Background: an optimization exercise with open tools, aiming at small area and a short achievable clock period. Do not read the settings as production practice.
Only simulation tests tie the RTL to the original design; equivalence was not proved.
Power and IR drop assume default switching activity.

**config.mk**
```make
export PLATFORM = sky130hd
export DESIGN_NAME = fp_mul_top
export DESIGN_NICKNAME = fp_mul_top
export VERILOG_FILES = /design/flow/design.v
export SDC_FILE = /design/flow/constraint.sdc
export NUM_CORES = 4
export LEC_CHECK = 0
export ABC_AREA = 1
export CAP_MARGIN = 20
export CORE_MARGIN = 2
export CORE_UTILIZATION = 40
export SLEW_MARGIN = 20
```
**constraint.sdc**
```tcl
create_clock -name core_clock -period 8.5 [get_ports {clk}]
set_input_delay 1.7000 -clock core_clock [delete_from_list [all_inputs] [get_ports {clk}]]
set_output_delay 1.7000 -clock core_clock [all_outputs]
set_load 0.01 [all_outputs]
```
**design.v**
```verilog
`timescale 1ns/1ps
package fp_mul_pkg;
    localparam logic [1:0] SP_NONE = 2'd0;
    localparam logic [1:0] SP_ZERO = 2'd1;
    localparam logic [1:0] SP_INF  = 2'd2;
    localparam logic [1:0] SP_NAN  = 2'd3;
    localparam logic [1:0] RC_NE  = 2'd0;   
    localparam logic [1:0] RC_Z   = 2'd1;   
    localparam logic [1:0] RC_NA  = 2'd2;   
    localparam logic [1:0] RC_INF = 2'd3;   
endpackage
`timescale 1ns/1ps
module fp_unpack (
    input  logic [7:0]  ex,
    input  logic [22:0] fx,
    input  logic [7:0]  ey,
    input  logic [22:0] fy,
    output logic [1:0]  special,
    output logic [9:0]  exp_sum
);
    logic x_zero, x_inf, x_nan, y_zero, y_inf, y_nan;
    assign x_zero = (ex == 8'd0);
    assign x_inf  = (ex == 8'hFF) & (fx == '0);
    assign x_nan  = (ex == 8'hFF) & (fx != '0);
    assign y_zero = (ey == 8'd0);
    assign y_inf  = (ey == 8'hFF) & (fy == '0);
    assign y_nan  = (ey == 8'hFF) & (fy != '0);
    always_comb begin
        if (x_nan | y_nan | (x_inf & y_zero) | (y_inf & x_zero))
            special = fp_mul_pkg::SP_NAN;
        else if (x_inf | y_inf)
            special = fp_mul_pkg::SP_INF;
        else if (x_zero | y_zero)
            special = fp_mul_pkg::SP_ZERO;
        else
            special = fp_mul_pkg::SP_NONE;
    end
    assign exp_sum = {2'b00, ex} + {2'b00, ey} - 10'd127;
endmodule
`timescale 1ns/1ps
module booth_multiplier (
    input  logic [22:0] fx,
    input  logic [22:0] fy,
    output logic [47:0] row0,
    output logic [47:0] row1
);
    logic [23:0] xs;
    logic [26:0] ye;
    logic [11:0] neg, nneg, one, two;
    assign nneg = ~neg;
    logic [24:0] pp0;
    logic [24:0] pp1;
    logic [24:0] pp2;
    logic [24:0] pp3;
    logic [24:0] pp4;
    logic [24:0] pp5;
    logic [24:0] pp6;
    logic [24:0] pp7;
    logic [24:0] pp8;
    logic [24:0] pp9;
    logic [24:0] pp10;
    logic [24:0] pp11;
    logic fs0, fc0;
    logic fs1, fc1;
    logic fs2, fc2;
    logic fs3, fc3;
    logic fs4, fc4;
    logic fs5, fc5;
    logic fs6, fc6;
    logic fs7, fc7;
    logic fs8, fc8;
    logic fs9, fc9;
    logic fs10, fc10;
    logic fs11, fc11;
    logic fs12, fc12;
    logic fs13, fc13;
    logic fs14, fc14;
    logic fs15, fc15;
    logic fs16, fc16;
    logic fs17, fc17;
    logic fs18, fc18;
    logic fs19, fc19;
    logic fs20, fc20;
    logic fs21, fc21;
    logic fs22, fc22;
    logic fs23, fc23;
    logic fs24, fc24;
    logic fs25, fc25;
    logic fs26, fc26;
    logic fs27, fc27;
    logic fs28, fc28;
    logic fs29, fc29;
    logic fs30, fc30;
    logic fs31, fc31;
    logic fs32, fc32;
    logic fs33, fc33;
    logic fs34, fc34;
    logic fs35, fc35;
    logic fs36, fc36;
    logic fs37, fc37;
    logic fs38, fc38;
    logic fs39, fc39;
    logic fs40, fc40;
    logic fs41, fc41;
    logic fs42, fc42;
    logic fs43, fc43;
    logic fs44, fc44;
    logic fs45, fc45;
    logic fs46, fc46;
    logic fs47, fc47;
    logic fs48, fc48;
    logic fs49, fc49;
    logic fs50, fc50;
    logic fs51, fc51;
    logic fs52, fc52;
    logic fs53, fc53;
    logic fs54, fc54;
    logic fs55, fc55;
    logic fs56, fc56;
    logic fs57, fc57;
    logic fs58, fc58;
    logic fs59, fc59;
    logic fs60, fc60;
    logic fs61, fc61;
    logic fs62, fc62;
    logic fs63, fc63;
    logic fs64, fc64;
    logic fs65, fc65;
    logic fs66, fc66;
    logic fs67, fc67;
    logic fs68, fc68;
    logic fs69, fc69;
    logic fs70, fc70;
    logic fs71, fc71;
    logic fs72, fc72;
    logic fs73, fc73;
    logic fs74, fc74;
    logic fs75, fc75;
    logic fs76, fc76;
    logic fs77, fc77;
    logic fs78, fc78;
    logic fs79, fc79;
    logic fs80, fc80;
    logic fs81, fc81;
    logic fs82, fc82;
    logic fs83, fc83;
    logic fs84, fc84;
    logic fs85, fc85;
    logic fs86, fc86;
    logic fs87, fc87;
    logic fs88, fc88;
    logic fs89, fc89;
    logic fs90, fc90;
    logic fs91, fc91;
    logic fs92, fc92;
    logic fs93, fc93;
    logic fs94, fc94;
    logic fs95, fc95;
    logic fs96, fc96;
    logic fs97, fc97;
    logic fs98, fc98;
    logic fs99, fc99;
    logic fs100, fc100;
    logic fs101, fc101;
    logic fs102, fc102;
    logic fs103, fc103;
    logic fs104, fc104;
    logic fs105, fc105;
    logic fs106, fc106;
    logic fs107, fc107;
    logic fs108, fc108;
    logic fs109, fc109;
    logic fs110, fc110;
    logic fs111, fc111;
    logic fs112, fc112;
    logic fs113, fc113;
    logic fs114, fc114;
    logic fs115, fc115;
    logic fs116, fc116;
    logic fs117, fc117;
    logic fs118, fc118;
    logic fs119, fc119;
    logic fs120, fc120;
    logic fs121, fc121;
    logic fs122, fc122;
    logic fs123, fc123;
    logic fs124, fc124;
    logic fs125, fc125;
    logic fs126, fc126;
    logic fs127, fc127;
    logic fs128, fc128;
    logic fs129, fc129;
    logic fs130, fc130;
    logic fs131, fc131;
    logic fs132, fc132;
    logic fs133, fc133;
    logic fs134, fc134;
    logic fs135, fc135;
    logic fs136, fc136;
    logic fs137, fc137;
    logic fs138, fc138;
    logic fs139, fc139;
    logic fs140, fc140;
    logic fs141, fc141;
    logic fs142, fc142;
    logic fs143, fc143;
    logic fs144, fc144;
    logic fs145, fc145;
    logic fs146, fc146;
    logic fs147, fc147;
    logic fs148, fc148;
    logic fs149, fc149;
    logic fs150, fc150;
    logic fs151, fc151;
    logic fs152, fc152;
    logic fs153, fc153;
    logic fs154, fc154;
    logic fs155, fc155;
    logic fs156, fc156;
    logic fs157, fc157;
    logic fs158, fc158;
    logic fs159, fc159;
    logic fs160, fc160;
    logic fs161, fc161;
    logic fs162, fc162;
    logic fs163, fc163;
    logic fs164, fc164;
    logic fs165, fc165;
    logic fs166, fc166;
    logic fs167, fc167;
    logic fs168, fc168;
    logic fs169, fc169;
    logic fs170, fc170;
    logic fs171, fc171;
    logic fs172, fc172;
    logic fs173, fc173;
    logic fs174, fc174;
    logic fs175, fc175;
    logic fs176, fc176;
    logic fs177, fc177;
    logic fs178, fc178;
    logic fs179, fc179;
    logic fs180, fc180;
    logic fs181, fc181;
    logic fs182, fc182;
    logic fs183, fc183;
    logic fs184, fc184;
    logic fs185, fc185;
    logic fs186, fc186;
    logic fs187, fc187;
    logic fs188, fc188;
    logic fs189, fc189;
    logic fs190, fc190;
    logic fs191, fc191;
    logic fs192, fc192;
    logic fs193, fc193;
    logic fs194, fc194;
    logic fs195, fc195;
    logic fs196, fc196;
    logic fs197, fc197;
    logic fs198, fc198;
    logic fs199, fc199;
    logic fs200, fc200;
    logic fs201, fc201;
    logic fs202, fc202;
    logic fs203, fc203;
    logic fs204, fc204;
    logic fs205, fc205;
    logic fs206, fc206;
    logic fs207, fc207;
    logic fs208, fc208;
    logic fs209, fc209;
    logic fs210, fc210;
    logic fs211, fc211;
    logic fs212, fc212;
    logic fs213, fc213;
    logic fs214, fc214;
    logic fs215, fc215;
    logic fs216, fc216;
    logic fs217, fc217;
    logic fs218, fc218;
    logic fs219, fc219;
    logic fs220, fc220;
    logic fs221, fc221;
    logic fs222, fc222;
    logic fs223, fc223;
    logic fs224, fc224;
    logic fs225, fc225;
    logic fs226, fc226;
    logic fs227, fc227;
    logic fs228, fc228;
    logic fs229, fc229;
    logic fs230, fc230;
    logic fs231, fc231;
    logic fs232, fc232;
    logic fs233, fc233;
    logic fs234, fc234;
    logic fs235, fc235;
    logic fs236, fc236;
    logic fs237, fc237;
    logic fs238, fc238;
    logic fs239, fc239;
    logic fs240, fc240;
    logic fs241, fc241;
    logic fs242, fc242;
    logic fs243, fc243;
    logic fs244, fc244;
    logic fs245, fc245;
    logic fs246, fc246;
    logic fs247, fc247;
    logic fs248, fc248;
    logic fs249, fc249;
    logic fs250, fc250;
    logic fs251, fc251;
    logic fs252, fc252;
    logic fs253, fc253;
    logic fs254, fc254;
    logic fs255, fc255;
    logic fs256, fc256;
    logic fs257, fc257;
    logic fs258, fc258;
    logic fs259, fc259;
    logic fs260, fc260;
    logic fs261, fc261;
    logic fs262, fc262;
    logic fs263, fc263;
    logic fs264, fc264;
    logic fs265, fc265;
    logic fs266, fc266;
    logic fs267, fc267;
    logic fs268, fc268;
    logic fs269, fc269;
    logic fs270, fc270;
    logic fs271, fc271;
    logic fs272, fc272;
    logic fs273, fc273;
    logic fs274, fc274;
    logic fs275, fc275;
    logic fs276, fc276;
    logic fs277, fc277;
    logic fs278, fc278;
    logic fs279, fc279;
    logic fs280, fc280;
    logic fs281, fc281;
    logic fs282, fc282;
    logic fs283, fc283;
    logic fs284, fc284;
    logic fs285, fc285;
    logic fs286, fc286;
    logic fs287, fc287;
    logic fs288, fc288;
    logic fs289, fc289;
    logic fs290, fc290;
    logic fs291, fc291;
    logic fs292, fc292;
    logic fs293, fc293;
    logic fs294, fc294;
    logic fs295, fc295;
    logic fs296, fc296;
    logic fs297, fc297;
    assign xs = {1'b1, fx};
    assign ye = {2'b00, 1'b1, fy, 1'b0};
    always_comb begin
        for (int j = 0; j < 12; j++) begin
            neg[j] = ye[2*j+2];
            one[j] = ye[2*j+1] ^ ye[2*j];
            two[j] = (ye[2*j+2] & ~ye[2*j+1] & ~ye[2*j]) | (~ye[2*j+2] & ye[2*j+1] & ye[2*j]);
        end
    end
    assign pp0 = ({25{one[0]}} & {1'b0, xs} | {25{two[0]}} & {xs, 1'b0}) ^ {25{neg[0]}};
    assign pp1 = ({25{one[1]}} & {1'b0, xs} | {25{two[1]}} & {xs, 1'b0}) ^ {25{neg[1]}};
    assign pp2 = ({25{one[2]}} & {1'b0, xs} | {25{two[2]}} & {xs, 1'b0}) ^ {25{neg[2]}};
    assign pp3 = ({25{one[3]}} & {1'b0, xs} | {25{two[3]}} & {xs, 1'b0}) ^ {25{neg[3]}};
    assign pp4 = ({25{one[4]}} & {1'b0, xs} | {25{two[4]}} & {xs, 1'b0}) ^ {25{neg[4]}};
    assign pp5 = ({25{one[5]}} & {1'b0, xs} | {25{two[5]}} & {xs, 1'b0}) ^ {25{neg[5]}};
    assign pp6 = ({25{one[6]}} & {1'b0, xs} | {25{two[6]}} & {xs, 1'b0}) ^ {25{neg[6]}};
    assign pp7 = ({25{one[7]}} & {1'b0, xs} | {25{two[7]}} & {xs, 1'b0}) ^ {25{neg[7]}};
    assign pp8 = ({25{one[8]}} & {1'b0, xs} | {25{two[8]}} & {xs, 1'b0}) ^ {25{neg[8]}};
    assign pp9 = ({25{one[9]}} & {1'b0, xs} | {25{two[9]}} & {xs, 1'b0}) ^ {25{neg[9]}};
    assign pp10 = ({25{one[10]}} & {1'b0, xs} | {25{two[10]}} & {xs, 1'b0}) ^ {25{neg[10]}};
    assign pp11 = ({25{one[11]}} & {1'b0, xs} | {25{two[11]}} & {xs, 1'b0}) ^ {25{neg[11]}};
    assign {fc0, fs0} = neg[1] + pp0[2];
    assign {fc1, fs1} = pp0[3] + pp1[1];
    assign {fc2, fs2} = neg[2] + pp0[4] + pp1[2];
    assign {fc3, fs3} = pp2[0] + fc1;
    assign {fc4, fs4} = pp0[5] + pp1[3] + pp2[1];
    assign {fc5, fs5} = fc2 + fc3;
    assign {fc6, fs6} = neg[3] + pp0[6] + pp1[4];
    assign {fc7, fs7} = pp2[2] + pp3[0] + fc4;
    assign {fc8, fs8} = fs6 + fc5;
    assign {fc9, fs9} = pp0[7] + pp1[5] + pp2[3];
    assign {fc10, fs10} = pp3[1] + fc6 + fs9;
    assign {fc11, fs11} = fc7 + fc8;
    assign {fc12, fs12} = neg[4] + pp0[8] + pp1[6];
    assign {fc13, fs13} = pp2[4] + pp3[2] + pp4[0];
    assign {fc14, fs14} = fc9 + fs12 + fs13;
    assign {fc15, fs15} = fc10 + fs14;
    assign {fc16, fs16} = pp0[9] + pp1[7] + pp2[5];
    assign {fc17, fs17} = pp3[3] + pp4[1] + fc12;
    assign {fc18, fs18} = fc13 + fs16 + fc14;
    assign {fc19, fs19} = fs17 + fc15;
    assign {fc20, fs20} = neg[5] + pp0[10] + pp1[8];
    assign {fc21, fs21} = pp2[6] + pp3[4] + pp4[2];
    assign {fc22, fs22} = pp5[0] + fc16 + fs20;
    assign {fc23, fs23} = fs21 + fc17 + fs22;
    assign {fc24, fs24} = fc18 + fc19;
    assign {fc25, fs25} = pp0[11] + pp1[9] + pp2[7];
    assign {fc26, fs26} = pp3[5] + pp4[3] + pp5[1];
    assign {fc27, fs27} = fc20 + fc21 + fs25;
    assign {fc28, fs28} = fs26 + fc22 + fs27;
    assign {fc29, fs29} = fc23 + fs28;
    assign {fc30, fs30} = neg[6] + pp0[12] + pp1[10];
    assign {fc31, fs31} = pp2[8] + pp3[6] + pp4[4];
    assign {fc32, fs32} = pp5[2] + pp6[0] + fc25;
    assign {fc33, fs33} = fc26 + fs30 + fs31;
    assign {fc34, fs34} = fc27 + fs32 + fs33;
    assign {fc35, fs35} = fc28 + fs34;
    assign {fc36, fs36} = pp0[13] + pp1[11] + pp2[9];
    assign {fc37, fs37} = pp3[7] + pp4[5] + pp5[3];
    assign {fc38, fs38} = pp6[1] + fc30 + fc31;
    assign {fc39, fs39} = fs36 + fs37 + fc32;
    assign {fc40, fs40} = fc33 + fs38 + fs39;
    assign {fc41, fs41} = fc34 + fc35;
    assign {fc42, fs42} = neg[7] + pp0[14] + pp1[12];
    assign {fc43, fs43} = pp2[10] + pp3[8] + pp4[6];
    assign {fc44, fs44} = pp5[4] + pp6[2] + pp7[0];
    assign {fc45, fs45} = fc36 + fc37 + fs42;
    assign {fc46, fs46} = fs43 + fs44 + fc38;
    assign {fc47, fs47} = fs45 + fc39 + fs46;
    assign {fc48, fs48} = fc40 + fs47;
    assign {fc49, fs49} = pp0[15] + pp1[13] + pp2[11];
    assign {fc50, fs50} = pp3[9] + pp4[7] + pp5[5];
    assign {fc51, fs51} = pp6[3] + pp7[1] + fc42;
    assign {fc52, fs52} = fc43 + fc44 + fs49;
    assign {fc53, fs53} = fs50 + fc45 + fs51;
    assign {fc54, fs54} = fs52 + fc46 + fs53;
    assign {fc55, fs55} = fc47 + fs54;
    assign {fc56, fs56} = neg[8] + pp0[16] + pp1[14];
    assign {fc57, fs57} = pp2[12] + pp3[10] + pp4[8];
    assign {fc58, fs58} = pp5[6] + pp6[4] + pp7[2];
    assign {fc59, fs59} = pp8[0] + fc49 + fc50;
    assign {fc60, fs60} = fs56 + fs57 + fs58;
    assign {fc61, fs61} = fc51 + fc52 + fs59;
    assign {fc62, fs62} = fs60 + fc53 + fs61;
    assign {fc63, fs63} = fc54 + fs62;
    assign {fc64, fs64} = pp0[17] + pp1[15] + pp2[13];
    assign {fc65, fs65} = pp3[11] + pp4[9] + pp5[7];
    assign {fc66, fs66} = pp6[5] + pp7[3] + pp8[1];
    assign {fc67, fs67} = fc56 + fc57 + fc58;
    assign {fc68, fs68} = fs64 + fs65 + fs66;
    assign {fc69, fs69} = fc59 + fc60 + fs67;
    assign {fc70, fs70} = fs68 + fc61 + fs69;
    assign {fc71, fs71} = fc62 + fs70;
    assign {fc72, fs72} = neg[9] + pp0[18] + pp1[16];
    assign {fc73, fs73} = pp2[14] + pp3[12] + pp4[10];
    assign {fc74, fs74} = pp5[8] + pp6[6] + pp7[4];
    assign {fc75, fs75} = pp8[2] + pp9[0] + fc64;
    assign {fc76, fs76} = fc65 + fc66 + fs72;
    assign {fc77, fs77} = fs73 + fs74 + fc67;
    assign {fc78, fs78} = fc68 + fs75 + fs76;
    assign {fc79, fs79} = fc69 + fs77 + fs78;
    assign {fc80, fs80} = fc70 + fs79;
    assign {fc81, fs81} = pp0[19] + pp1[17] + pp2[15];
    assign {fc82, fs82} = pp3[13] + pp4[11] + pp5[9];
    assign {fc83, fs83} = pp6[7] + pp7[5] + pp8[3];
    assign {fc84, fs84} = pp9[1] + fc72 + fc73;
    assign {fc85, fs85} = fc74 + fs81 + fs82;
    assign {fc86, fs86} = fs83 + fc75 + fc76;
    assign {fc87, fs87} = fs84 + fs85 + fc77;
    assign {fc88, fs88} = fc78 + fs86 + fs87;
    assign {fc89, fs89} = fc79 + fs88;
    assign {fc90, fs90} = neg[10] + pp0[20] + pp1[18];
    assign {fc91, fs91} = pp2[16] + pp3[14] + pp4[12];
    assign {fc92, fs92} = pp5[10] + pp6[8] + pp7[6];
    assign {fc93, fs93} = pp8[4] + pp9[2] + pp10[0];
    assign {fc94, fs94} = fc81 + fc82 + fc83;
    assign {fc95, fs95} = fs90 + fs91 + fs92;
    assign {fc96, fs96} = fs93 + fc84 + fc85;
    assign {fc97, fs97} = fs94 + fs95 + fc86;
    assign {fc98, fs98} = fs96 + fc87 + fs97;
    assign {fc99, fs99} = fc88 + fs98;
    assign {fc100, fs100} = pp0[21] + pp1[19] + pp2[17];
    assign {fc101, fs101} = pp3[15] + pp4[13] + pp5[11];
    assign {fc102, fs102} = pp6[9] + pp7[7] + pp8[5];
    assign {fc103, fs103} = pp9[3] + pp10[1] + fc90;
    assign {fc104, fs104} = fc91 + fc92 + fc93;
    assign {fc105, fs105} = fs100 + fs101 + fs102;
    assign {fc106, fs106} = fc94 + fc95 + fs103;
    assign {fc107, fs107} = fs104 + fs105 + fc96;
    assign {fc108, fs108} = fs106 + fc97 + fs107;
    assign {fc109, fs109} = fc98 + fs108;
    assign {fc110, fs110} = neg[11] + pp0[22] + pp1[20];
    assign {fc111, fs111} = pp2[18] + pp3[16] + pp4[14];
    assign {fc112, fs112} = pp5[12] + pp6[10] + pp7[8];
    assign {fc113, fs113} = pp8[6] + pp9[4] + pp10[2];
    assign {fc114, fs114} = pp11[0] + fc100 + fc101;
    assign {fc115, fs115} = fc102 + fs110 + fs111;
    assign {fc116, fs116} = fs112 + fs113 + fc103;
    assign {fc117, fs117} = fc104 + fc105 + fs114;
    assign {fc118, fs118} = fs115 + fc106 + fs116;
    assign {fc119, fs119} = fs117 + fc107 + fs118;
    assign {fc120, fs120} = fc108 + fs119;
    assign {fc121, fs121} = pp0[23] + pp1[21] + pp2[19];
    assign {fc122, fs122} = pp3[17] + pp4[15] + pp5[13];
    assign {fc123, fs123} = pp6[11] + pp7[9] + pp8[7];
    assign {fc124, fs124} = pp9[5] + pp10[3] + pp11[1];
    assign {fc125, fs125} = fc110 + fc111 + fc112;
    assign {fc126, fs126} = fc113 + fs121 + fs122;
    assign {fc127, fs127} = fs123 + fs124 + fc114;
    assign {fc128, fs128} = fc115 + fs125 + fs126;
    assign {fc129, fs129} = fc116 + fc117 + fs127;
    assign {fc130, fs130} = fs128 + fc118 + fs129;
    assign {fc131, fs131} = fc119 + fs130;
    assign {fc132, fs132} = xs[0] + pp0[24] + pp1[22];
    assign {fc133, fs133} = pp2[20] + pp3[18] + pp4[16];
    assign {fc134, fs134} = pp5[14] + pp6[12] + pp7[10];
    assign {fc135, fs135} = pp8[8] + pp9[6] + pp10[4];
    assign {fc136, fs136} = pp11[2] + fc121 + fc122;
    assign {fc137, fs137} = fc123 + fc124 + fs132;
    assign {fc138, fs138} = fs133 + fs134 + fs135;
    assign {fc139, fs139} = fc125 + fc126 + fs136;
    assign {fc140, fs140} = fs137 + fs138 + fc127;
    assign {fc141, fs141} = fc128 + fs139 + fc129;
    assign {fc142, fs142} = fs140 + fc130 + fs141;
    assign {fc143, fs143} = 1'b1 + xs[1] + nneg[0];
    assign {fc144, fs144} = pp1[23] + pp2[21] + pp3[19];
    assign {fc145, fs145} = pp4[17] + pp5[15] + pp6[13];
    assign {fc146, fs146} = pp7[11] + pp8[9] + pp9[7];
    assign {fc147, fs147} = pp10[5] + pp11[3] + fs143;
    assign {fc148, fs148} = fc132 + fc133 + fc134;
    assign {fc149, fs149} = fc135 + fs144 + fs145;
    assign {fc150, fs150} = fs146 + fs147 + fc136;
    assign {fc151, fs151} = fc137 + fc138 + fs148;
    assign {fc152, fs152} = fs149 + fc139 + fs150;
    assign {fc153, fs153} = fs151 + fc140 + fs152;
    assign {fc154, fs154} = fc141 + fs153;
    assign {fc155, fs155} = 1'b1 + xs[2] + fc143;
    assign {fc156, fs156} = pp1[24] + pp2[22] + pp3[20];
    assign {fc157, fs157} = pp4[18] + pp5[16] + pp6[14];
    assign {fc158, fs158} = pp7[12] + pp8[10] + pp9[8];
    assign {fc159, fs159} = pp10[6] + pp11[4] + fs155;
    assign {fc160, fs160} = fc144 + fc145 + fc146;
    assign {fc161, fs161} = fc147 + fs156 + fs157;
    assign {fc162, fs162} = fs158 + fc148 + fc149;
    assign {fc163, fs163} = fs159 + fs160 + fs161;
    assign {fc164, fs164} = fc150 + fc151 + fs162;
    assign {fc165, fs165} = fs163 + fc152 + fs164;
    assign {fc166, fs166} = fc153 + fs165;
    assign {fc167, fs167} = xs[3] + nneg[1] + pp2[23];
    assign {fc168, fs168} = pp3[21] + pp4[19] + pp5[17];
    assign {fc169, fs169} = pp6[15] + pp7[13] + pp8[11];
    assign {fc170, fs170} = pp9[9] + pp10[7] + pp11[5];
    assign {fc171, fs171} = fc155 + fc156 + fc157;
    assign {fc172, fs172} = fc158 + fs167 + fs168;
    assign {fc173, fs173} = fs169 + fs170 + fc159;
    assign {fc174, fs174} = fc160 + fc161 + fs171;
    assign {fc175, fs175} = fs172 + fs173 + fc162;
    assign {fc176, fs176} = fc163 + fs174 + fc164;
    assign {fc177, fs177} = fs175 + fc165 + fs176;
    assign {fc178, fs178} = 1'b1 + xs[4] + pp2[24];
    assign {fc179, fs179} = pp3[22] + pp4[20] + pp5[18];
    assign {fc180, fs180} = pp6[16] + pp7[14] + pp8[12];
    assign {fc181, fs181} = pp9[10] + pp10[8] + pp11[6];
    assign {fc182, fs182} = fc167 + fc168 + fc169;
    assign {fc183, fs183} = fc170 + fs178 + fs179;
    assign {fc184, fs184} = fs180 + fs181 + fc171;
    assign {fc185, fs185} = fc172 + fs182 + fs183;
    assign {fc186, fs186} = fc173 + fc174 + fs184;
    assign {fc187, fs187} = fs185 + fc175 + fs186;
    assign {fc188, fs188} = fc176 + fs187;
    assign {fc189, fs189} = xs[5] + nneg[2] + pp3[23];
    assign {fc190, fs190} = pp4[21] + pp5[19] + pp6[17];
    assign {fc191, fs191} = pp7[15] + pp8[13] + pp9[11];
    assign {fc192, fs192} = pp10[9] + pp11[7] + fc178;
    assign {fc193, fs193} = fc179 + fc180 + fc181;
    assign {fc194, fs194} = fs189 + fs190 + fs191;
    assign {fc195, fs195} = fc182 + fc183 + fs192;
    assign {fc196, fs196} = fs193 + fs194 + fc184;
    assign {fc197, fs197} = fc185 + fs195 + fc186;
    assign {fc198, fs198} = fs196 + fc187 + fs197;
    assign {fc199, fs199} = 1'b1 + xs[6] + pp3[24];
    assign {fc200, fs200} = pp4[22] + pp5[20] + pp6[18];
    assign {fc201, fs201} = pp7[16] + pp8[14] + pp9[12];
    assign {fc202, fs202} = pp10[10] + pp11[8] + fc189;
    assign {fc203, fs203} = fc190 + fc191 + fs199;
    assign {fc204, fs204} = fs200 + fs201 + fc192;
    assign {fc205, fs205} = fc193 + fc194 + fs202;
    assign {fc206, fs206} = fs203 + fc195 + fs204;
    assign {fc207, fs207} = fs205 + fc196 + fs206;
    assign {fc208, fs208} = fc197 + fs207;
    assign {fc209, fs209} = xs[7] + nneg[3] + pp4[23];
    assign {fc210, fs210} = pp5[21] + pp6[19] + pp7[17];
    assign {fc211, fs211} = pp8[15] + pp9[13] + pp10[11];
    assign {fc212, fs212} = pp11[9] + fc199 + fc200;
    assign {fc213, fs213} = fc201 + fs209 + fs210;
    assign {fc214, fs214} = fs211 + fc202 + fc203;
    assign {fc215, fs215} = fs212 + fs213 + fc204;
    assign {fc216, fs216} = fc205 + fs214 + fc206;
    assign {fc217, fs217} = fs215 + fc207 + fs216;
    assign {fc218, fs218} = 1'b1 + xs[8] + pp4[24];
    assign {fc219, fs219} = pp5[22] + pp6[20] + pp7[18];
    assign {fc220, fs220} = pp8[16] + pp9[14] + pp10[12];
    assign {fc221, fs221} = pp11[10] + fc209 + fc210;
    assign {fc222, fs222} = fc211 + fs218 + fs219;
    assign {fc223, fs223} = fs220 + fc212 + fc213;
    assign {fc224, fs224} = fs221 + fs222 + fc214;
    assign {fc225, fs225} = fs223 + fc215 + fs224;
    assign {fc226, fs226} = fc216 + fs225;
    assign {fc227, fs227} = xs[9] + nneg[4] + pp5[23];
    assign {fc228, fs228} = pp6[21] + pp7[19] + pp8[17];
    assign {fc229, fs229} = pp9[15] + pp10[13] + pp11[11];
    assign {fc230, fs230} = fc218 + fc219 + fc220;
    assign {fc231, fs231} = fs227 + fs228 + fs229;
    assign {fc232, fs232} = fc221 + fc222 + fs230;
    assign {fc233, fs233} = fs231 + fc223 + fs232;
    assign {fc234, fs234} = fc224 + fs233 + fc225;
    assign {fc235, fs235} = 1'b1 + xs[10] + pp5[24];
    assign {fc236, fs236} = pp6[22] + pp7[20] + pp8[18];
    assign {fc237, fs237} = pp9[16] + pp10[14] + pp11[12];
    assign {fc238, fs238} = fc227 + fc228 + fc229;
    assign {fc239, fs239} = fs235 + fs236 + fs237;
    assign {fc240, fs240} = fc230 + fc231 + fs238;
    assign {fc241, fs241} = fs239 + fc232 + fs240;
    assign {fc242, fs242} = fc233 + fs241;
    assign {fc243, fs243} = xs[11] + nneg[5] + pp6[23];
    assign {fc244, fs244} = pp7[21] + pp8[19] + pp9[17];
    assign {fc245, fs245} = pp10[15] + pp11[13] + fc235;
    assign {fc246, fs246} = fc236 + fc237 + fs243;
    assign {fc247, fs247} = fs244 + fc238 + fc239;
    assign {fc248, fs248} = fs245 + fs246 + fc240;
    assign {fc249, fs249} = fs247 + fc241 + fs248;
    assign {fc250, fs250} = 1'b1 + xs[12] + pp6[24];
    assign {fc251, fs251} = pp7[22] + pp8[20] + pp9[18];
    assign {fc252, fs252} = pp10[16] + pp11[14] + fc243;
    assign {fc253, fs253} = fc244 + fs250 + fs251;
    assign {fc254, fs254} = fc245 + fc246 + fs252;
    assign {fc255, fs255} = fs253 + fc247 + fs254;
    assign {fc256, fs256} = fc248 + fs255;
    assign {fc257, fs257} = xs[13] + nneg[6] + pp7[23];
    assign {fc258, fs258} = pp8[21] + pp9[19] + pp10[17];
    assign {fc259, fs259} = pp11[15] + fc250 + fc251;
    assign {fc260, fs260} = fs257 + fs258 + fc252;
    assign {fc261, fs261} = fc253 + fs259 + fc254;
    assign {fc262, fs262} = fs260 + fc255 + fs261;
    assign {fc263, fs263} = 1'b1 + xs[14] + pp7[24];
    assign {fc264, fs264} = pp8[22] + pp9[20] + pp10[18];
    assign {fc265, fs265} = pp11[16] + fc257 + fc258;
    assign {fc266, fs266} = fs263 + fs264 + fc259;
    assign {fc267, fs267} = fs265 + fc260 + fs266;
    assign {fc268, fs268} = fc261 + fs267;
    assign {fc269, fs269} = xs[15] + nneg[7] + pp8[23];
    assign {fc270, fs270} = pp9[21] + pp10[19] + pp11[17];
    assign {fc271, fs271} = fc263 + fc264 + fs269;
    assign {fc272, fs272} = fs270 + fc265 + fs271;
    assign {fc273, fs273} = fc266 + fs272 + fc267;
    assign {fc274, fs274} = 1'b1 + xs[16] + pp8[24];
    assign {fc275, fs275} = pp9[22] + pp10[20] + pp11[18];
    assign {fc276, fs276} = fc269 + fc270 + fs274;
    assign {fc277, fs277} = fs275 + fc271 + fs276;
    assign {fc278, fs278} = fc272 + fs277;
    assign {fc279, fs279} = xs[17] + nneg[8] + pp9[23];
    assign {fc280, fs280} = pp10[21] + pp11[19] + fc274;
    assign {fc281, fs281} = fc275 + fs279 + fc276;
    assign {fc282, fs282} = fs280 + fc277 + fs281;
    assign {fc283, fs283} = 1'b1 + xs[18] + pp9[24];
    assign {fc284, fs284} = pp10[22] + pp11[20] + fc279;
    assign {fc285, fs285} = fs283 + fc280 + fs284;
    assign {fc286, fs286} = fc281 + fs285;
    assign {fc287, fs287} = xs[19] + nneg[9] + pp10[23];
    assign {fc288, fs288} = pp11[21] + fc283 + fs287;
    assign {fc289, fs289} = fc284 + fs288 + fc285;
    assign {fc290, fs290} = 1'b1 + xs[20] + pp10[24];
    assign {fc291, fs291} = pp11[22] + fc287 + fs290;
    assign {fc292, fs292} = fc288 + fs291;
    assign {fc293, fs293} = xs[21] + nneg[10] + pp11[23];
    assign {fc294, fs294} = fc290 + fs293 + fc291;
    assign {fc295, fs295} = 1'b1 + xs[22] + pp11[24];
    assign {fc296, fs296} = fc293 + fs295;
    assign {fc297, fs297} = xs[23] + nneg[11] + fc295;
    assign row0 = {fc296, fs296, fc292, fs292, fc286, fs286, fc278, fs278, fc268, fs268, fc256, fs256, fc242, fs242, fc226, fs226, fc208, fs208, fc188, fs188, fc166, fc154, fs154, fc131, fc120, fc109, fc99, fc89, fc80, fc71, fc63, fc55, fc48, fc41, fs40, fc29, fc24, fs23, fs18, fc11, fs10, fs7, fs4, fs2, fc0, pp1[0], pp0[1], neg[0]};
    assign row1 = {fs297, fc294, fs294, fc289, fs289, fc282, fs282, fc273, fs273, fc262, fs262, fc249, fs249, fc234, fs234, fc217, fs217, fc198, fs198, fc177, fs177, fs166, fc142, fs142, fs131, fs120, fs109, fs99, fs89, fs80, fs71, fs63, fs55, fs48, fs41, fs35, fs29, fs24, fs19, fs15, fs11, fs8, fs5, fs3, fs1, fs0, 1'b0, pp0[0]};
endmodule
`timescale 1ns/1ps
module fp_normalize (
    input  logic [47:0] row0,
    input  logic [47:0] row1,
    input  logic [9:0]  exp_sum,
    input  logic [1:0]  rclass,
    output logic [22:0] frac,
    output logic        inc,
    output logic [9:0]  exp_adj
);
    logic [47:0] prod;
    logic        hi;
    logic        lsb, guard, sticky;
    assign prod = row0 + row1;
    assign hi = prod[47];
    always_comb begin
        if (hi) begin
            frac   = prod[46:24];
            lsb    = prod[24];
            guard  = prod[23];
            sticky = |prod[22:0];
        end else begin
            frac   = prod[45:23];
            lsb    = prod[23];
            guard  = prod[22];
            sticky = |prod[21:0];
        end
    end
    always_comb begin
        case (rclass)
            fp_mul_pkg::RC_Z:   inc = 1'b0;
            fp_mul_pkg::RC_NA:  inc = guard;
            fp_mul_pkg::RC_INF: inc = guard | sticky;
            default:            inc = guard & (sticky | lsb);
        endcase
    end
    assign exp_adj = exp_sum + {9'd0, hi};
endmodule
`timescale 1ns/1ps
module fp_round (
    input  logic        sign,
    input  logic        ovf_inf,
    input  logic [1:0]  special,
    input  logic [9:0]  exp_adj,
    input  logic [22:0] frac,
    input  logic        inc,
    output logic [31:0] z,
    output logic        ovf,
    output logic        udf
);
    logic [23:0]        frac_rnd;
    logic signed [9:0]  exp_rnd;
    logic               e_ovf, e_udf;
    assign frac_rnd = {1'b0, frac} + {23'd0, inc};
    assign exp_rnd  = exp_adj + {9'd0, frac_rnd[23]};
    assign e_ovf    = (exp_rnd >= 10'sd255);
    assign e_udf    = (exp_rnd <= 10'sd0);
    always_comb begin
        ovf = 1'b0;
        udf = 1'b0;
        case (special)
            fp_mul_pkg::SP_NAN:  z = 32'h7FC0_0000;
            fp_mul_pkg::SP_INF:  z = {sign, 8'hFF, 23'd0};
            fp_mul_pkg::SP_ZERO: z = {sign, 31'd0};
            default: begin
                if (e_ovf) begin
                    ovf = 1'b1;
                    z   = ovf_inf ? {sign, 8'hFF, 23'd0} : {sign, 31'h7F7F_FFFF};
                end else if (e_udf) begin
                    udf = 1'b1;
                    z   = {sign, 31'd0};
                end else begin
                    z   = {sign, exp_rnd[7:0], frac_rnd[22:0]};
                end
            end
        endcase
    end
endmodule
`timescale 1ns/1ps
module fp_mul_top (
    input  logic        clk,
    input  logic        arst_n,
    input  logic        in_valid,
    input  logic [31:0] fp_x,
    input  logic [31:0] fp_y,
    input  logic [2:0]  r_mode,
    output logic        out_valid,
    output logic [31:0] fp_z,
    output logic        ovrf,
    output logic        udrf
);
    logic        v1, s1;
    logic [1:0]  rc1;
    logic [7:0]  ex1, ey1;
    logic [22:0] fx1, fy1;
    logic        v2, s2;
    logic [1:0]  rc2, sp2;
    logic [9:0]  es2;
    logic [47:0] r0_2, r1_2;
    logic        v3, s3, oi3, inc3;
    logic [1:0]  sp3;
    logic [9:0]  ea3;
    logic [22:0] fr3;
    logic        sign_in;
    logic [1:0]  rc_in;
    logic [1:0]  sp_b;
    logic [9:0]  es_b;
    logic [47:0] r0_b, r1_b;
    logic [22:0] fr_c;
    logic        inc_c;
    logic [9:0]  ea_c;
    logic [31:0] z_d;
    logic        ovf_d, udf_d;
    assign sign_in = fp_x[31] ^ fp_y[31];
    always_comb begin
        case (r_mode)
            3'd1:    rc_in = fp_mul_pkg::RC_Z;
            3'd2:    rc_in = sign_in ? fp_mul_pkg::RC_INF : fp_mul_pkg::RC_Z;
            3'd3:    rc_in = sign_in ? fp_mul_pkg::RC_Z : fp_mul_pkg::RC_INF;
            3'd4:    rc_in = fp_mul_pkg::RC_NA;
            default: rc_in = fp_mul_pkg::RC_NE;
        endcase
    end
    always_ff @(posedge clk or negedge arst_n) begin
        if (!arst_n) begin
            v1 <= 1'b0;
            v2 <= 1'b0;
            v3 <= 1'b0;
        end else begin
            v1 <= in_valid;
            v2 <= v1;
            v3 <= v2;
        end
    end
    always_ff @(posedge clk) begin
        s1  <= sign_in;
        rc1 <= rc_in;
        ex1 <= fp_x[30:23];
        fx1 <= fp_x[22:0];
        ey1 <= fp_y[30:23];
        fy1 <= fp_y[22:0];
    end
    fp_unpack u_unpack (
        .ex      (ex1),
        .fx      (fx1),
        .ey      (ey1),
        .fy      (fy1),
        .special (sp_b),
        .exp_sum (es_b)
    );
    booth_multiplier u_mul (
        .fx   (fx1),
        .fy   (fy1),
        .row0 (r0_b),
        .row1 (r1_b)
    );
    always_ff @(posedge clk) begin
        s2   <= s1;
        rc2  <= rc1;
        sp2  <= sp_b;
        es2  <= es_b;
        r0_2 <= r0_b;
        r1_2 <= r1_b;
    end
    fp_normalize u_norm (
        .row0    (r0_2),
        .row1    (r1_2),
        .exp_sum (es2),
        .rclass  (rc2),
        .frac    (fr_c),
        .inc     (inc_c),
        .exp_adj (ea_c)
    );
    always_ff @(posedge clk) begin
        s3   <= s2;
        oi3  <= (rc2 != fp_mul_pkg::RC_Z);
        sp3  <= sp2;
        ea3  <= ea_c;
        fr3  <= fr_c;
        inc3 <= inc_c;
    end
    fp_round u_round (
        .sign    (s3),
        .ovf_inf (oi3),
        .special (sp3),
        .exp_adj (ea3),
        .frac    (fr3),
        .inc     (inc3),
        .z       (z_d),
        .ovf     (ovf_d),
        .udf     (udf_d)
    );
    always_ff @(posedge clk or negedge arst_n) begin
        if (!arst_n) begin
            out_valid <= 1'b0;
            ovrf      <= 1'b0;
            udrf      <= 1'b0;
        end else begin
            out_valid <= v3;
            ovrf      <= v3 & ovf_d;
            udrf      <= v3 & udf_d;
        end
    end
    always_ff @(posedge clk) begin
        fp_z <= z_d;
    end
endmodule
```
**run.sh**
```bash
#!/bin/bash
# synth_recipe.tcl (not shown) runs the flow's synth.tcl, then flattens the netlist and writes it again
# the make line also repeats each setting of config.mk as NAME=value (left out here)
make -C /OpenROAD-flow-scripts/flow DESIGN_CONFIG=/design/flow/config.mk WORK_HOME=/design/flow/orfs CLKGATE_MAP_FILE= SYNTH_SCRIPT=/design/flow/synth_recipe.tcl finish
```
==> results.json <==
{
  "critPathMaxStageDelay_ns": 0.78,
  "final_common_cell": "nand2_1",
  "cts_hold_buf": 0,
  "fillers": 5289,
  "grt_pass1_vias": 18480,
  "cts_tree": "built",
  "viasPerCell": 5.361,
  "min_path_type": "reg -> reg",
  "rsz0062_at_grt": "no",
  "grtUsageMet1": 0.2949,
  "dr.pass1.iters": 6,
  "dieHeight_um": 238.4,
  "synth_seq_area_share": 0.2300,
  "place_congestion": 0.9334,
  "gr-total-overflow": 0,
  "grt_pass1_wl_um": 103400,
  "fin_crit_sh": 0.6485,
  "synth_area_um2": 21980,
  "gr-usage-met2": 0.3820,
  "r2r_start": "fy1[11]",
  "holdPathEnd": "s3",
  "synth_area_leaders": "fa_1 23%, dfxtp_1 22%, xor2_1 12%, o22ai_1 7.5%, nand2_1 6.5%",
  "drtAntennaViolNets": 0,
  "yosys.cell_types.count": 49,
  "busiest_layer": "met2",
  "die_w_um": 238.4,
  "drt_iter0_drc": 1518,
  "wl_per_cell_um": 19.89,
  "synth-seq-cells": 251,
  "ff2ff_setup_slack_ns": 2.99,
  "hold_start": "s2",
  "die_area_um2": 56840,
  "slowest_stage": "dfxtp_1",
  "hold_path_depth": 0,
  "ios": 105,
  "finalCriticalPeriod_ns": 5.512,
  "timing.setup.tns_ns": 0,
  "r2r-end": "r1_2[27]",
  "post_cts_resized": 0,
  "synth.net_count": 3026,
  "nets": 3050,
  "placed_cells": 3281,
  "synth_edf_count": 0,
  "vias": 17900,
  "worst_clock_skew_ns": 0.02198,
  "crit_type": "reg -> reg",
  "synth_ff_type": "dfxtp_1",
  "synth_area_per_cell_um2": 8.473,
  "p_leak_uw": 0.01121,
  "fmax_mhz": 181.4,
  "antenna_cells": 0,
  "htree_levels": 1,
  "crit_fanout": 24,
  "path_cells": "nor2_1 > inv_1 > nand2_1 > o22ai_1 > xor2_1 > fa_1 > fa_1 > fa_1 > fa_1 > inv_1 > fa_1 > fa_1",
  "max_slew_margin": 0.2265,
  "maxCapViolCount": 0,
  "track_usage": 0.2349,
  "clock_sinks": 251,
  "cp.arrival_ns": 5.98,
  "grt_max_degree": 27,
  "fin_cells": 3339,
  "drive_above_1_share": 0.05600,
  "status": "finished clean",
  "syn_inst": 2594,
  "grt_util_met3": 0.06293,
  "hold_viol": 0,
  "core_um2": 54030,
  "synth_top_area_cell": "fa_1",
  "async_flop_share": 0.02390,
  "postCtsSetupBuffers": 0,
  "r2r_cells": 12,
  "place_hpwl_um": 50130,
  "clkTransAtPathRegs_ns": 0.06,
  "start_util": 0.4068,
  "final_cell_mix": "381 x nand2_1, 332 x inv_1, 295 x xor2_1",
  "crit_top_cell": "fa_1",
  "start_kind": "flop",
  "cts_made_buffers": 31,
  "worstSetupEndpointType": "flop",
  "slew_viol_final": 0,
  "antenna_found_initial": 3,
  "required_ns": 8.96,
  "cts_root_buf": "clkbuf_16",
  "drcViolationCount": 0,
  "syn2layout_area_growth_pct": 11.79,
  "wirelength_um": 66400,
  "synth_top_area_frac": 0.2286,
  "worst_slew_pin_slew_ns": 1.157,
  "cts_buffer_depth": 3,
  "finalSetupViolCount": 0,
  "num_rows": 85,
  "ys_warn_count": 5,
  "irDropWorstVdd_uv": 198.5,
  "numPortBuffers": 104,
  "clk_latency_ns": 0.60,
  "pwr_density_cell_nw_per_um2": 391.1
}
cell type report:
| class | instances | area [um^2] | area share |
|---|---|---|---|
| sequential | 251 | 5055 | 0.2057 |
| multi-input combinational | 1844 | 15000 | 0.6106 |
| clock inverter | 25 | 277.8 | 0.01130 |
| inverter | 365 | 1373 | 0.05586 |
| clock buffer | 33 | 793.3 | 0.03228 |
| tap | 696 | 870.8 | 0.03544 |
| timing repair buffer | 125 | 1199 | 0.04878 |
power by group:
group | total, uW | internal (uW) | switching, uW
Sequential | 1910 | 1700 | 204
Combinational | 6350 | 2520 | 3830
Clock | 1350 | 765 | 588
how the worst max path moves through the flow:
stage	from	to	slack (ns)	depth (start not counted)
floorplan	fy1[21]	r1_2[31]	3.85	15
global placement	fy1[0]	r1_2[22]	3.14	12
detailed placement	fy1[21]	r1_2[27]	3.08	11
CTS	fy1[21]	r1_2[27]	3.05	11
global route	fy1[0]	r1_2[24]	2.74	11
finish	fy1[11]	r1_2[27]	2.99	12
cell usage after synthesis, drive strengths merged, types with 38 or more instances:
| cell | instances |
|---|---|
| nor2 | 160 |
| ha | 111 |
| inv | 364 |
| nand3 | 82 |
| xor2 | 296 |
| o21ai | 77 |
| clkbuf | 96 |
| dfxtp | 245 |
| nand2 | 390 |
| o22ai | 264 |
| a21oi | 75 |
| fa | 251 |
| buf | 38 |
per-stage QoR:
stage / setup slack, ns / cell area, um^2 / hold WS, ns / total power (uW) / util
finish: 2.988 / 24570 / 0.3288 / 9611 / 0.4548
global route: 2.743 / 24570 / 0.3282 / 10680 / 0.4548
CTS: 3.052 / 24570 / 0.3273 / 9672 / 0.4548
detailed placement: 3.084 / 23500 / 0.3121 / 8250 / 0.4350
global placement: 3.136 / 23500 / 0.3162 / 8112 / 0.4349
floorplan: 3.851 / 21980 / 0.3096 / 6305 / -
per-layer routing:
layer	part of all wire	up-vias
met1	0.41	8490
met2	0.45	782
met3	0.093	169
met4	0.044	6
li1	-	8455
met5	0.00054	-
cell families (layout without fill, tap and decap cells):
logic type                 count (synthesis)  in the layout  share of synthesized area
and+or+nand+nor                          711            711                     0.1390
buffers and inverters                    499            548                    0.08766
AOI/OAI and AO/OA                        443            443                     0.1204
adders and majority gates                362            362                     0.2918
xor gates and xnor gates                 325            325                     0.1298
DFF                                      251            251                     0.2300
muxes                                      3              3                   0.001366
worst max-delay path, delay by kind of cell, from the launching register on:
family                     cells  cell delay (ns)
adders and majority gates      6             2.87
and+or+nand+nor                2             0.83
DFF                            1             0.78
AOI/OAI and AO/OA              1             0.48
xor gates and xnor gates       1             0.23
buffers and inverters          2             0.17
sequential cells by signal, indices dropped and copies added (netlist names), 2 cells and up:
register,count
ea3,10
es2,10
ex1,8
ey1,8
fp_z,32
fr3,23
fx1,23
fy1,23
r0_2,48
r1_2,47
rc1,2
rc2,2
sp2,2
sp3,2

[what the ideal ports hide]
The results above use ideal ports. As a check the final layout listed here was re-extracted and re-timed, cells and wires unchanged.
Step 1 assumes that a clkbuf_16 drives the clock port and a buf_2 every other input.
Step 2 also shifts input and output timing later by t, the mid clock arrival at the registers, as if the neighbouring blocks saw the same clock.
Slacks: ideal / step 1 / step 2; pairs: ideal / step 1.
t, ns: 0.654
setup WS [ns]: 2.988 / 2.988 / 2.988
worst setup path at the end: register to register
latest minus earliest clock arrival (ns): 0.024 / 0.024
worst slew at a driven data input, ns: 0.05
After both steps setup and hold are still met in this run. For this run, drivers alone change the setup slack by 0.000 ns; drivers and shift together by 0.000 ns.
